Context: an optimization exercise on an open-source flow, tuned for a short achievable clock period. The choices shown serve that exercise and are no tape-out recipe. Function was not checked in any run shown here: the RTL went through the layout flow alone. Power is estimated from default activity; no workload was simulated.

==> design/flow/design.v <==
package cpu_cfg_pkg;
  localparam int data_w = 16;
  localparam int dstk_depth = 16;                 
  localparam int dstk_aw    = $clog2(dstk_depth);
  localparam int dstk_cw    = $clog2(dstk_depth + 3);
  localparam int cstk_depth = 16;
  localparam int cstk_aw    = $clog2(cstk_depth);
  localparam int cstk_cw    = cstk_aw + 1;
  localparam logic [data_w-1:0] reset_ip = '0;
endpackage
package cpu_isa_pkg;
  localparam int insn_w = 16;
  localparam logic [insn_w-1:0] insn_isr_load = 16'h7811;
  localparam logic [insn_w-1:0] imm_mask_lit  = 16'h7fff;   
  localparam logic [insn_w-1:0] imm_mask_br   = 16'h0ffe;   
  localparam logic [insn_w-1:0] imm_mask_word = 16'h03fe;   
  localparam logic [insn_w-1:0] imm_mask_byte = 16'h03ff;
  typedef enum logic [1:0] {
    src_stk0 = 2'h0,
    src_fp   = 2'h1,
    src_ip   = 2'h2,
    src_cstk = 2'h3
  } src_a_t;
  typedef enum logic [1:0] {
    src_imm  = 2'h0,
    src_stk1 = 2'h1,
    src_isr  = 2'h2
  } src_b_t;
  typedef enum logic [5:0] {
    alu_add   = 6'd0,
    alu_sub   = 6'd1,
    alu_and   = 6'd2,
    alu_or    = 6'd3,
    alu_xor   = 6'd4,
    alu_shl   = 6'd5,
    alu_shr   = 6'd6,
    alu_eq    = 6'd7,
    alu_lt    = 6'd8,
    alu_not   = 6'd9,
    alu_a     = 6'd10,
    alu_b     = 6'd11,
    alu_addz  = 6'd12,
    alu_addnz = 6'd13
  } alu_sel_t;
endpackage
`timescale 1ns/100ps
module base_mux
(
  input  logic [1:0]  sel,
  input  logic [15:0] fp,
  input  logic [15:0] ip,
  input  logic [15:0] c,
  input  logic [5:0]  fp_hm,
  input  logic [5:0]  fp_hp,
  input  logic [5:0]  ip_hm,
  input  logic [5:0]  ip_hp,
  input  logic [5:0]  c_hm,
  input  logic [5:0]  c_hp,
  output logic [15:0] a,
  output logic [5:0]  hm,
  output logic [5:0]  hp
);
  always_comb
  begin
    case (sel)
      2'd0:    begin a = 16'd0; hm = 6'h3f;  hp = 6'h01;  end
      2'd1:    begin a = fp;    hm = fp_hm;  hp = fp_hp;  end
      2'd2:    begin a = ip;    hm = ip_hm;  hp = ip_hp;  end
      default: begin a = c;     hm = c_hm;   hp = c_hp;   end
    endcase
  end
endmodule
module off_add_sx #(parameter int LW = 10)
(
  input  logic [LW-1:0]    a,
  input  logic [LW-1:0]    x,
  input  logic             s,
  input  logic [15-LW:0]   h,
  input  logic [15-LW:0]   hm,
  input  logic [15-LW:0]   hp,
  output logic [15:0]      y
);
  logic [LW:0]    lo;
  logic [15-LW:0] hc0, hc1;
  assign lo  = {1'b0, a} + {1'b0, x};
  assign hc1 = s ? h  : hp;
  assign hc0 = s ? hm : h;
  assign y   = {lo[LW] ? hc1 : hc0, lo[LW-1:0]};
endmodule
module off_add_zx
(
  input  logic [9:0] a,
  input  logic [9:0] x,
  input  logic [5:0] h,
  input  logic [5:0] hp,
  output logic [15:0] y
);
  logic [10:0] lo;
  assign lo = {1'b0, a} + {1'b0, x};
  assign y  = {lo[10] ? hp : h, lo[9:0]};
endmodule
module res_mux
(
  input  logic        sel_b,
  input  logic        sel_w,
  input  logic        sel_t,
  input  logic        sel_br,
  input  logic [15:0] sum_b,
  input  logic [15:0] sum_w,
  input  logic [15:0] sum_t,
  input  logic [15:0] sum_br,
  input  logic [15:0] early,
  output logic [15:0] y
);
  assign y = ({16{sel_b}}  & sum_b)  | ({16{sel_w}}  & sum_w) |
             ({16{sel_t}}  & sum_t)  | ({16{sel_br}} & sum_br) | early;
endmodule
`timescale 1ns/100ps
module stack_cpu
(
  input  logic        clk,
  input  logic        rst_n,
  output logic [15:0] imem_addr,
  input  logic [15:0] insn,
  output logic [15:0] dmem_addr,
  output logic [15:0] dmem_wdata,
  output logic        dmem_we,
  output logic        dmem_re,
  output logic        dmem_byte,
  input  logic [15:0] dmem_rdata
);
  logic [15:0] ip, fp, isr;
  logic [15:0] top0, top1;           
  logic [15:0] dmem_stk [16];        
  logic [4:0]  depth;                
  logic [15:0] cmem [16];            
  logic [4:0]  cptr;                 
  logic [15:0] ctop, ip2;
  assign ctop = cmem[cptr[3:0] - 4'd1];
  assign ip2  = ip + 16'd2;
  logic [3:0] op;
  logic [1:0] asel;
  logic is_lit, is_j, is_jc, is_b, is_w, is_6, is_alu, is_sys;
  assign op     = insn[15:12];
  assign asel   = insn[11:10];
  assign is_lit = insn[15];
  assign is_j   = op == 4'b0000;
  assign is_jc  = op == 4'b0001;
  assign is_b   = insn[15:13] == 3'b001 || op == 4'b0101;   
  assign is_w   = op == 4'b0100;                             
  assign is_6   = op == 4'b0110;
  assign is_alu = op == 4'b0111 && !insn[11];
  assign is_sys = op == 4'b0111 && insn[11];
  logic [15:0] tn_sum, tn_dif, tn_shl, tn_shr, t_step, alu_tn;
  logic        t_zero, tn_eq, tn_lt;
  assign tn_sum = top0 + top1;
  assign tn_dif = top0 - top1;
  assign tn_shl = top0 << top1[3:0];
  assign tn_shr = top0 >> top1[3:0];
  assign t_step = top0 + 16'd2;
  assign t_zero = top0 == 16'd0;
  assign tn_eq  = top0 == top1;
  assign tn_lt  = $signed(top0) < $signed(top1);
  always_comb
  begin
    case (insn[5:0])
      6'd0:    alu_tn = tn_sum;
      6'd1:    alu_tn = tn_dif;
      6'd2:    alu_tn = top0 & top1;
      6'd3:    alu_tn = top0 | top1;
      6'd4:    alu_tn = top0 ^ top1;
      6'd5:    alu_tn = tn_shl;
      6'd6:    alu_tn = tn_shr;
      6'd7:    alu_tn = {15'd0, tn_eq};
      6'd8:    alu_tn = {15'd0, tn_lt};
      6'd9:    alu_tn = ~top0;
      6'd10:   alu_tn = top0;
      6'd11:   alu_tn = top1;
      6'd12:   alu_tn = t_zero ? tn_sum : t_step;
      6'd13:   alu_tn = !t_zero ? tn_sum : t_step;
      default: alu_tn = 16'd0;
    endcase
  end
  logic [9:0] xb, xw;
  logic       sgn_b;
  assign xb    = insn[9:0];               
  assign xw    = {insn[9], insn[9:1]};    
  assign sgn_b = insn[9] && !is_6;        
  logic [5:0] fp_hm, fp_hp, ip_hm, ip_hp, c_hm, c_hp, t_hp;
  assign fp_hm = fp[15:10] - 6'd1;
  assign fp_hp = fp[15:10] + 6'd1;
  assign ip_hm = ip[15:10] - 6'd1;
  assign ip_hp = ip[15:10] + 6'd1;
  assign c_hm  = ctop[15:10] - 6'd1;
  assign c_hp  = ctop[15:10] + 6'd1;
  assign t_hp  = top0[15:10] + 6'd1;
  logic [15:0] abase, sum_b, sum_w, sum_t, sum_br;
  logic [5:0]  a_hm, a_hp;
  logic [4:0]  br_hm, br_hp;
  assign br_hm = ip[15:11] - 5'd1;
  assign br_hp = ip[15:11] + 5'd1;
  base_mux u_base (.sel(insn[11:10]), .fp(fp), .ip(ip), .c(ctop),
                   .fp_hm(fp_hm), .fp_hp(fp_hp), .ip_hm(ip_hm), .ip_hp(ip_hp),
                   .c_hm(c_hm), .c_hp(c_hp), .a(abase), .hm(a_hm), .hp(a_hp));
  off_add_sx #(.LW(10)) u_add_b (.a(abase[9:0]), .x(xb), .s(sgn_b), .h(abase[15:10]),
                                 .hm(a_hm), .hp(a_hp), .y(sum_b));
  off_add_sx #(.LW(10)) u_add_w (.a(abase[9:0]), .x(xw), .s(insn[9]), .h(abase[15:10]),
                                 .hm(a_hm), .hp(a_hp), .y(sum_w));
  off_add_zx u_add_t (.a(top0[9:0]), .x(xb), .h(top0[15:10]), .hp(t_hp), .y(sum_t));
  off_add_sx #(.LW(11)) u_add_br (.a(ip[10:0]), .x(insn[11:1]), .s(insn[11]), .h(ip[15:11]),
                                  .hm(br_hm), .hp(br_hp), .y(sum_br));
  logic cond, s_lit, s_br, s_ip2, sel_b, sel_w, sel_t;
  logic s_6i, s_6f, s_alu, s_sisr, s_sc, s_sfp, s_st;
  assign cond   = insn[0] ? !t_zero : t_zero;
  assign s_lit  = is_lit;
  assign s_br   = is_j || (is_jc && cond);
  assign s_ip2  = is_jc && !cond;
  assign sel_b  = is_b || (is_6 && !insn[11]);
  assign sel_w  = is_w;
  assign sel_t  = is_6 && insn[11];
  assign s_6i   = is_6 && asel == 2'd0;
  assign s_6f   = is_6 && asel == 2'd1;
  assign s_alu  = is_alu;
  assign s_sisr = is_sys && insn[4] && !insn[0];
  assign s_sc   = is_sys && !insn[4] && !insn[0] && insn[3:2] == 2'b00;
  assign s_sfp  = is_sys && insn[3:0] == 4'b0011;
  assign s_st   = is_sys && !(insn[4] && !insn[0]) && !(insn[3:2] == 2'b00 && !insn[0]) &&
                  insn[3:0] != 4'b0011;
  logic [15:0] early, alu_res;
  assign early = ({16{s_lit}}  & {1'b0, insn[14:0]}) |
                 ({16{s_ip2}}  & ip2)                 |
                 ({16{s_alu}}  & alu_tn)              |
                 ({16{s_sisr}} & isr)                 |
                 ({16{s_sc}}   & ctop)                |
                 ({16{s_sfp}}  & fp)                  |
                 ({16{s_st}}   & top0);
  res_mux u_res (.sel_b(sel_b), .sel_w(sel_w), .sel_t(sel_t), .sel_br(s_br),
                 .sum_b(sum_b), .sum_w(sum_w), .sum_t(sum_t), .sum_br(sum_br),
                 .early(early), .y(alu_res));
  logic push, pop, load_stk, wr1, rd, wr, byt, cpush, cpop;
  assign push     = is_lit || op == 4'b0010 || (is_w && !insn[0]) || op == 4'b0101 ||
                    (op == 4'b0111 && insn[7]);
  assign pop      = is_jc || op == 4'b0011 || (is_w && insn[0]) || (is_alu && insn[6]) ||
                    (is_sys && insn[2]) || (is_sys && insn[4] && insn[0]);
  assign load_stk = push || is_alu || (is_sys && insn[3] && !insn[1]);
  assign wr1      = op == 4'b0111 && insn[3] && !(insn[11] && insn[4]);
  assign rd       = op == 4'b0010 || (is_w && !insn[0]) || s_6i ||
                    (is_sys && insn[3:2] == 2'b10);
  assign wr       = op == 4'b0011 || (is_w && insn[0]) || (is_sys && insn[3:2] == 2'b11);
  assign byt      = insn[15:13] == 3'b001 || (op == 4'b0111 && insn[0]);
  assign cpush    = (is_j && insn[0]) || s_6i || s_sisr || s_sfp;
  assign cpop     = s_sc;
  assign imem_addr  = ip;
  assign dmem_addr  = alu_res;
  assign dmem_wdata = (op == 4'b0111 && !(insn[11] && insn[4])) ? top1 : top0;
  assign dmem_we    = rst_n && wr;
  assign dmem_re    = rst_n && rd;
  assign dmem_byte  = byt && (rd || wr);
  logic [15:0] rd_data, din, ip_nx, fp_nx;
  assign rd_data = byt ? {8'h00, dmem_rdata[7:0]} : dmem_rdata;
  assign din     = rd ? rd_data : alu_res;
  always_comb
  begin
    if (s_br)
      ip_nx = sum_br;
    else if (s_6i)
      ip_nx = {6'd0, xb};
    else if (is_sys && insn[3:0] == 4'b0000)
      ip_nx = insn[4] ? isr : ctop;
    else
      ip_nx = ip2;
    if (s_6f)
      fp_nx = sum_b;
    else if (is_sys && insn[3:0] == 4'b0010)
      fp_nx = insn[4] ? isr : ctop;
    else
      fp_nx = fp;
  end
  always_ff @(posedge clk)
  begin
    if (!rst_n)
    begin
      ip  <= 16'd0;
      fp  <= 16'd0;
      isr <= 16'd0;
    end
    else
    begin
      ip <= ip_nx;
      fp <= fp_nx;
      if (insn == 16'h7811)
        isr <= top0;
    end
  end
  logic [3:0] sp;
  assign sp = depth[3:0] - 4'd2;
  always_ff @(posedge clk)
  begin
    if (push && !pop && depth >= 5'd2)
      dmem_stk[sp] <= top1;
    if (push && !pop)
      top1 <= top0;
    else if (pop && !push)
    begin
      top0 <= top1;
      top1 <= dmem_stk[sp - 4'd1];
    end
    if (load_stk)
    begin
      if (wr1)
        top1 <= din;
      else
        top0 <= din;
    end
  end
  always_ff @(posedge clk)
  begin
    if (!rst_n)
      depth <= 5'd0;
    else if (push && !pop)
      depth <= depth + 5'd1;
    else if (pop && !push)
      depth <= depth - 5'd1;
  end
  always_ff @(posedge clk)
  begin
    if (cpush)
      cmem[cptr[3:0]] <= s_sfp ? fp : ip2;
  end
  always_ff @(posedge clk)
  begin
    if (!rst_n)
      cptr <= 5'd0;
    else if (cpush && !cpop)
      cptr <= cptr + 5'd1;
    else if (cpop && !cpush)
      cptr <= cptr - 5'd1;
  end
endmodule
==> design/flow/run.sh <==
#!/bin/bash
# synth_recipe.tcl (not shown) runs the flow's synth.tcl, then flattens the netlist and writes it again
# the make line also repeats each setting of config.mk as NAME=value (left out here)
make -C /OpenROAD-flow-scripts/flow DESIGN_CONFIG=/design/flow/config.mk WORK_HOME=/design/flow/orfs CLKGATE_MAP_FILE= SYNTH_SCRIPT=/design/flow/synth_recipe.tcl finish
==> design/flow/config.mk <==
export PLATFORM = sky130hd
export DESIGN_NAME = stack_cpu
export DESIGN_NICKNAME = stack_cpu
export VERILOG_FILES = /design/flow/design.v
export SDC_FILE = /design/flow/constraint.sdc
export NUM_CORES = 4
export LEC_CHECK = 0
export ABC_CLOCK_PERIOD_IN_PS = 2000
export CAP_MARGIN = 20
export CORE_MARGIN = 2
export CORE_UTILIZATION = 40
export PLACE_DENSITY = 0.6
export SETUP_SLACK_MARGIN = 5
export SLEW_MARGIN = 20
==> design/flow/constraint.sdc <==
create_clock -name core_clock -period 12.5 [get_ports {clk}]
set_input_delay 2.5000 -clock core_clock [delete_from_list [all_inputs] [get_ports {clk}]]
set_output_delay 2.5000 -clock core_clock [all_outputs]
set_load 0.01 [all_outputs]
==> results of run 1 <==
-- synthesized netlist by cell type (all sizes together), types with 37 or more instances --
cell type    n
o21ai      136
ha         122
nor3        46
mux2i      101
inv         94
a221oi      41
a21oi      195
o211ai      37
nor2       221
nand3       52
clkbuf     163
nand2      254
dfxtp       89
edfxtp     512
mux4       147
xnor2       70
-- cell families after synthesis --
kind of cell	synth area share
DFF	0.512
AOI/OAI and AO/OA	0.137
xor gates and xnor gates	0.0258
and+or+nand+nor	0.102
muxes	0.139
adders and majority gates	0.0503
buffers and inverters	0.0335
-- worst min-delay path by stage --
stage	startpoint	slack (ns)	end	depth (start not counted)
final	depth[4]	0.54	depth[4]	2
after CTS	isr[15]	0.53	isr[15]	2
after floorplan	depth[4]	0.46	depth[4]	2
after detailed placement	isr[15]	0.52	isr[15]	2
after global placement	isr[15]	0.50	isr[15]	2
after global routing	depth[4]	0.56	depth[4]	2
-- layout make-up --
class,instances,area [sq um],area share
multi-input cells,1940,16200,0.405
well taps,1080,1350,0.0339
clock buffers,86,1850,0.0464
clock inverters,42,453,0.0113
repair buffers,281,2530,0.0635
diodes,3,7.51,0.000188
flip-flops and latches,601,17200,0.430
inverters,98,397,0.00994
-- critical path, stage by stage --
cell and delay [ns]:
buf_12 0.11, inv_8 0.03, ha_4 0.19, buf_4 0.14, a221oi_1 0.27, a21oi_1 0.11
ha_1 0.36, and2_4 0.19, a221o_1 0.37, a31oi_4 0.23, buf_6 0.14, buf_4 0.09
and4_1 0.18, mux2i_1 0.10, nand4_1 0.11, or4b_4 0.51, or2_4 0.27, buf_6 0.12
-- per-layer routing --
layer	routed length, um	vias to the layer above	share of wire
li1	-	11200	-
met1	48900	12900	0.41
met2	55200	1222	0.47
met3	9940	266	0.084
met4	4200	6	0.036
met5	42	-	0.00035
-- timing repair --
action,CTS,global route
pin swaps,62,50
resized for setup,251,53
setup buffers,66,23
setup endpoints to repair,35,18
cloned,2,0
-- sequential cells by signal, indices dropped and copies added (netlist names) --
| signal | count |
|---|---|
| cmem | 256 |
| cptr | 4 |
| depth | 5 |
| fp | 16 |
| top1 | 16 |
| ip | 16 |
| top0 | 16 |
| isr | 16 |
| dmem_stk | 256 |
-- power by group through the flow --
stage	Clock (mW)	Sequential, mW	Combinational [mW]
global placement	0	2.51	2.11
finish	2.05	2.48	2.28
global route	2.16	2.49	2.42
floorplan	0	2.49	1.37
CTS	2.08	2.48	2.22
detailed placement	0	2.52	2.13
==> impl_metrics.yaml, run 1 <==
route:
  first_iter_violations: 2855
  dr.pass1.iters: 8
  viasPerCell: 6.19
  ant_nets: 0
  routedWlPerCell_um: 28.7
  wl_mm: 118
  drc: 0
  vias: 25600
hold_path:
  hold_path.class: "reg2reg"
yosys:
  synthCells: 2831
  synth_flop_cell: "edfxtp_1"
  yosysSeqAreaShare: 0.512
  yosysWarnings: 2
  async_reset_ff_frac: 0
  ys_types: 84
  synth.largest_area_cell: "edfxtp_1"
  synth_enable_flop_cells: 512
  synth_area_leaders: "edfxtp_1 (46%), mux4_2 (9.6%), dfxtp_1 (5.3%)"
  synth_area_sq_mm: 0.0335
  ys_ff_latch: 601
  synth_top_area_share: 0.459
  synth.avg_cell_area_sq_um: 11.8
  synth_fp_nets: 2995
critical_path:
  reg2reg_setup_slack_ns: 6.77
  worstReg2RegStart: "cptr[0]"
  crit_path_end: "dmem_addr[15]"
  reg2reg_to: "top1[14]"
  worstPathRequired_ns: 10.00
  cp.arrival_ns: 6.06
  worstSetupPathType: "in2out"
  crit_path_start_kind: "input port"
  critPathMaxFanout: 7
  endpoint_kind: "output port"
  rr_worst_depth: 23
  startpoint: "insn[10]"
grt:
  use_met3: 0.0536
  antenna_found_initial: 4
  grtUsageMet1: 0.367
  grt_max_degree: 59
  overflow: 0
  grt_pass1_wl_mm: 172
  grt_usage: 0.271
  grt_most_used_layer: "met2"
  grt_pass1_vias: 25300
  gr-usage-met2: 0.437
sta:
  maxSlewViolCount: 0
  relSlewSlack: 0.249
  hold_viol_final: 0
  whs_ns: 0.541
  finalClockSkew_ns: 0.0484
  rsz0062_at_grt: "true"
  setup_viol: 0
  max_freq_ghz: 0.117
  setup_tns_ns: 0
  setup_ws_ns: 3.94
  worst_pin_slew_ns: 1.12
  min_period_ns: 8.56
  period_share: 0.685
cells_and_area:
  nFillCells: 7474
  layout_common_cells: "edfxtp_1 (512), nand2_1 (247), nor2_1 (188)"
  syn_to_final_growth_pct: 19.1
  fin_nets: 3155
  layout.cells.most_common: "edfxtp_1"
  final_cells: 4131
  final_util: 0.479
  drive_above_1_share: 0.225
  fin_area_sq_mm: 0.0399
placed_design:
  dp_hpwl_mm: 81.9
  post_dp_cell_area_sq_mm: 0.0360
  dp_cells: 3909
  pre_cts_slack_ns: 1.82
  io_buffers: 84
  gp_congestion: 1.00
cts:
  cts_tree: "yes"
  cts_inserted_buffers: 69
  cts_hold_buf: 0
  clock-sinks: 601
  cts_buffer_depth: 3
  h-tree-depth: 3
  root_buffer: "clkbuf_16"
  path_clk_slew_ns: 0.06
  clk_latency_ns: 0.64
pwr:
  fin_total_pwr_mw: 6.81
  pwr-share-clk: 0.301
  ir_drop_mv: 0.188
  comb_power_share: 0.335
  switching_power_mw: 2.37
  switching_share: 0.349
  power_leakage_nw: 14.1
  p_seq_frac: 0.364
  internal-power_mw: 4.43
  cellPowerDensity_mw_per_mm2: 171
job:
  max_cap_viol_count: 0
floorplanning:
  core_area_sq_mm: 0.0833
  boundaryPins: 85
  die_w_um: 293
  fp-row-count: 106
  dieArea_sq_mm: 0.0861
  die_y_um: 293
  initial_core_util: 0.402
status:
  status: "finished clean"
==> run 2, diff against run 1 <==
--- a/design/flow/config.mk
+++ b/design/flow/config.mk
@@ -14 +14,3 @@
 export SLEW_MARGIN = 20
+export SYNTH_HIERARCHICAL = 1
+export SYNTH_MINIMUM_KEEP_SIZE = 0
==> impl_metrics.yaml, run 2 <==
status:
  status: "finished clean"
yosys:
  synth_fp_nets: 2985
  yosysSeqAreaShare: 0.495
  yosysWarnings: 8
  synth.largest_area_cell: "edfxtp_1"
  synthTopCellsByCount: "edfxtp_1 (512), nand2_1 (260), mux4_2 (175)"
  synth_enable_flop_cells: 512
  ys_types: 107
  synth.avg_cell_area_sq_um: 12.3
  ys_ff_latch: 601
  async_reset_ff_frac: 0
  synth_flop_cell: "edfxtp_1"
  yosys.cell_count.top_type: "edfxtp_1"
  synth_top_area_share: 0.444
  synthCells: 2819
  synth_area_sq_mm: 0.0346
  synth_area_leaders: "edfxtp_1 (44%), mux4_2 (11%), dfxtp_1 (5.1%)"
critical_path:
  crit_path_start_kind: "input port"
  startpoint: "insn[10]"
  critPathMaxFanout: 7
  critical_path.top_delay_family: "compound AO/OA/AOI/OAI gates"
  cp.buffers_inverters: 6
  worstPathRequired_ns: 10.00
  cp_slowest_stage_delay_ns: 0.53
  endpoint_kind: "output port"
  worstSetupPathType: "in2out"
  cp.arrival_ns: 5.46
  worstReg2RegStart: "cptr[1]"
  worstPathCellList: "buf_12 > buf_12 > nor2b_4 > buf_12 > a22o_1 > ha_2 > inv_2 > fa_2 > nand2b_4 > a21oi_4 > a211oi_4 > o21ai_4 > buf_6 > mux2i_1 > a222oi_1 > nand2_2 > buf_6"
  path_common_cell: "buf_12"
  crit_path_top_delay_cell: "a222oi_1"
cells_and_area:
  layout_common_cells: "edfxtp_1 (512), buf_4 (260), nand2_1 (246)"
  final_util: 0.494
  layout.cells.most_common: "edfxtp_1"
  nFillCells: 7357
  final_cells: 4295
  drive_above_1_share: 0.284
  syn_to_final_growth_pct: 21.9
  fin_nets: 3263
sta:
  rsz0062_at_grt: "true"
  relSlewSlack: 0.287
  setup_tns_ns: 0
  setup_viol: 0
  min_period_ns: 7.96
  maxSlewViolCount: 0
  period_share: 0.637
  max_freq_ghz: 0.126
  worst_pin_slew_ns: 1.07
  hold_viol_final: 0
  finalClockSkew_ns: 0.0266
job:
  max_cap_viol_count: 0
floorplanning:
  boundaryPins: 85
  initial_core_util: 0.405
  fp-row-count: 107
  core_area_sq_mm: 0.0855
  die_y_um: 298
  dieArea_sq_mm: 0.0890
  die_w_um: 298
hold_path:
  hp-start: "isr[5]"
  hold_path.class: "reg2reg"
grt:
  grt_pass1_vias: 26400
  overflow: 0
  grt_usage: 0.288
  grt_pass1_wl_mm: 187
  antenna_found_initial: 1
  grt_max_degree: 65
pwr:
  ir_drop_mv: 0.141
  cellPowerDensity_mw_per_mm2: 163
  power_leakage_nw: 14.9
  fin_total_pwr_mw: 6.90
cts:
  cts_hold_buf: 0
  cts_tree: "yes"
  clock-sinks: 601
  path_clk_slew_ns: 0.07
  cts_buffer_depth: 3
  h-tree-depth: 3
  cts_inserted_buffers: 66
  root_buffer: "clkbuf_16"
  clk_latency_ns: 0.63
route:
  dr.pass1.iters: 6
  routedWlPerCell_um: 30.4
  drc: 0
  viasPerCell: 6.24
  vias: 26800
  wl_mm: 131
  ant_nets: 0
  first_iter_violations: 2995
placed_design:
  dp_hpwl_mm: 86.2
  gp_congestion: 0.993
  dp_cells: 3961
  io_buffers: 84
-- run 2: cell types whose count changed after synthesis, moves of 13 or more --
| cell | previous run | this run |
|---|---|---|
| a211oi_1 | 28 | 9 |
| clkbuf_1 | 163 | 105 |
| buf_2 | 6 | 46 |
| o211ai_1 | 37 | 15 |
| buf_6 | 2 | 16 |
| and2_1 | 15 | 39 |
| a21oi_1 | 195 | 159 |
| nor2_1 | 221 | 148 |
| a22o_1 | 14 | 33 |
| a21boi_0 | 5 | 18 |
| mux2i_1 | 100 | 123 |
| a221oi_1 | 41 | 19 |
| mux4_2 | 143 | 175 |
-- run 2: per-stage QoR --
stage | setup slack [ns] | hold WS (ns) | area, sq um
detailed placement | 2.89 | 0.490 | 36900
CTS | 4.62 | 0.499 | 41500
floorplan | 5.21 | 0.453 | 34600
global placement | 3.01 | 0.476 | 36800
global route | 4.47 | 0.520 | 42200
finish | 4.54 | 0.498 | 42200
-- run 2: final cells by class --
cell class,instances,area [sq um],share of cell area
multi-input cells,1933,17400,0.412
flip-flops and latches,601,17200,0.407
repair buffers,399,3750,0.0888
clock buffers,82,1720,0.0408
well taps,1144,1430,0.0339
inverters,96,385,0.00913
clock inverters,37,343,0.00812
diodes,3,7.51,0.000178
-- run 2: layer usage --
metal | GRT usage | share of wire | vias up
met3 | 0.0518 | 0.074 | 428
met4 | 0.162 | 0.067 | 2
met5 | 0 | 0.000092 | -
li1 | - | - | 11400
met2 | 0.468 | 0.47 | 1350
met1 | 0.363 | 0.39 | 13600
-- run 2: where the power goes --
| group | total (mW) | internal (mW) | switching, mW | leakage, nW |
|---|---|---|---|---|
| registers | 2.45 | 2.36 | 0.0943 | 5.43 |
| clock network | 1.89 | 1.06 | 0.831 | 1.00 |
| logic | 2.56 | 0.999 | 1.56 | 8.49 |
| total | 6.90 | 4.41 | 2.48 | 14.9 |
-- run 2: final timing paths --
check | cells after the start | slack, ns | end
worst max-delay path | 17 | 4.54 | dmem_addr[11]
worst min register to register | 2 | 0.50 | isr[5]
worst min-delay path | 2 | 0.50 | isr[5]
worst max register to register | 38 | 5.06 | top1[5]
-- run 2: worst reg2reg max path: cells and delay by family (launching register included) --
family / cells / cell delay [ns]
compound gates: 3 / 0.88
xor+xnor: 1 / 0.15
fa+ha+maj: 2 / 0.61
buf+inv: 24 / 3.21
flops: 1 / 0.44
mux: 5 / 1.46
simple gates: 3 / 0.53
-- run 2: timing repair --
item	CTS	global route
endpoints found under the setup margin	33	31
cloned	9	1
resized for setup	369	64
pin swaps	85	47
setup buffers	139	63
-- run 2: cell families after synthesis --
logic type                 synth area share
buffers and inverters                0.0377
adders and majority gates            0.0494
DFF                                   0.495
and+or+nand+nor                       0.102
muxes                                 0.159
AOI/OAI and AO/OA                     0.126
xor gates and xnor gates             0.0304
-- run 2: Yosys stat by module (local to each module, per instance), a selection --
module      cells  cell area [sq um]
base_mux       67                648
stack_cpu    2350              30900
off_add_zx     95                722
res_mux        53                338

-- static timing again, ports no longer ideal --
The results above use ideal ports. As a check the final layouts listed here were re-extracted and re-timed, cells and wires unchanged.
Step 1: set_driving_cell puts a clkbuf_16 on clk and a buf_2 on each other input, an assumption about the parent block.
Step 2 moves the port delays by t, midway between the first and last clock arrival at a register: inputs arrive t later, outputs are due t later. That takes back most of the time a late clock gives input paths.
Three values: ideal, step 1, step 2; two values: the first two.
run | shift t [ns] | setup slack, ns | worst setup path after step 2 | latest minus earliest clock arrival (ns)
run 1 | 0.683 | 3.940 / 3.845 / 3.845 | input to output | 0.051 / 0.051
run 2 | 0.688 | 4.538 / 4.459 / 4.233 | input to register | 0.028 / 0.027
After both steps setup and hold are still met in every run listed. For run 2, which loses most, drivers alone change the setup slack by -0.079 ns; drivers and shift together by -0.305 ns.
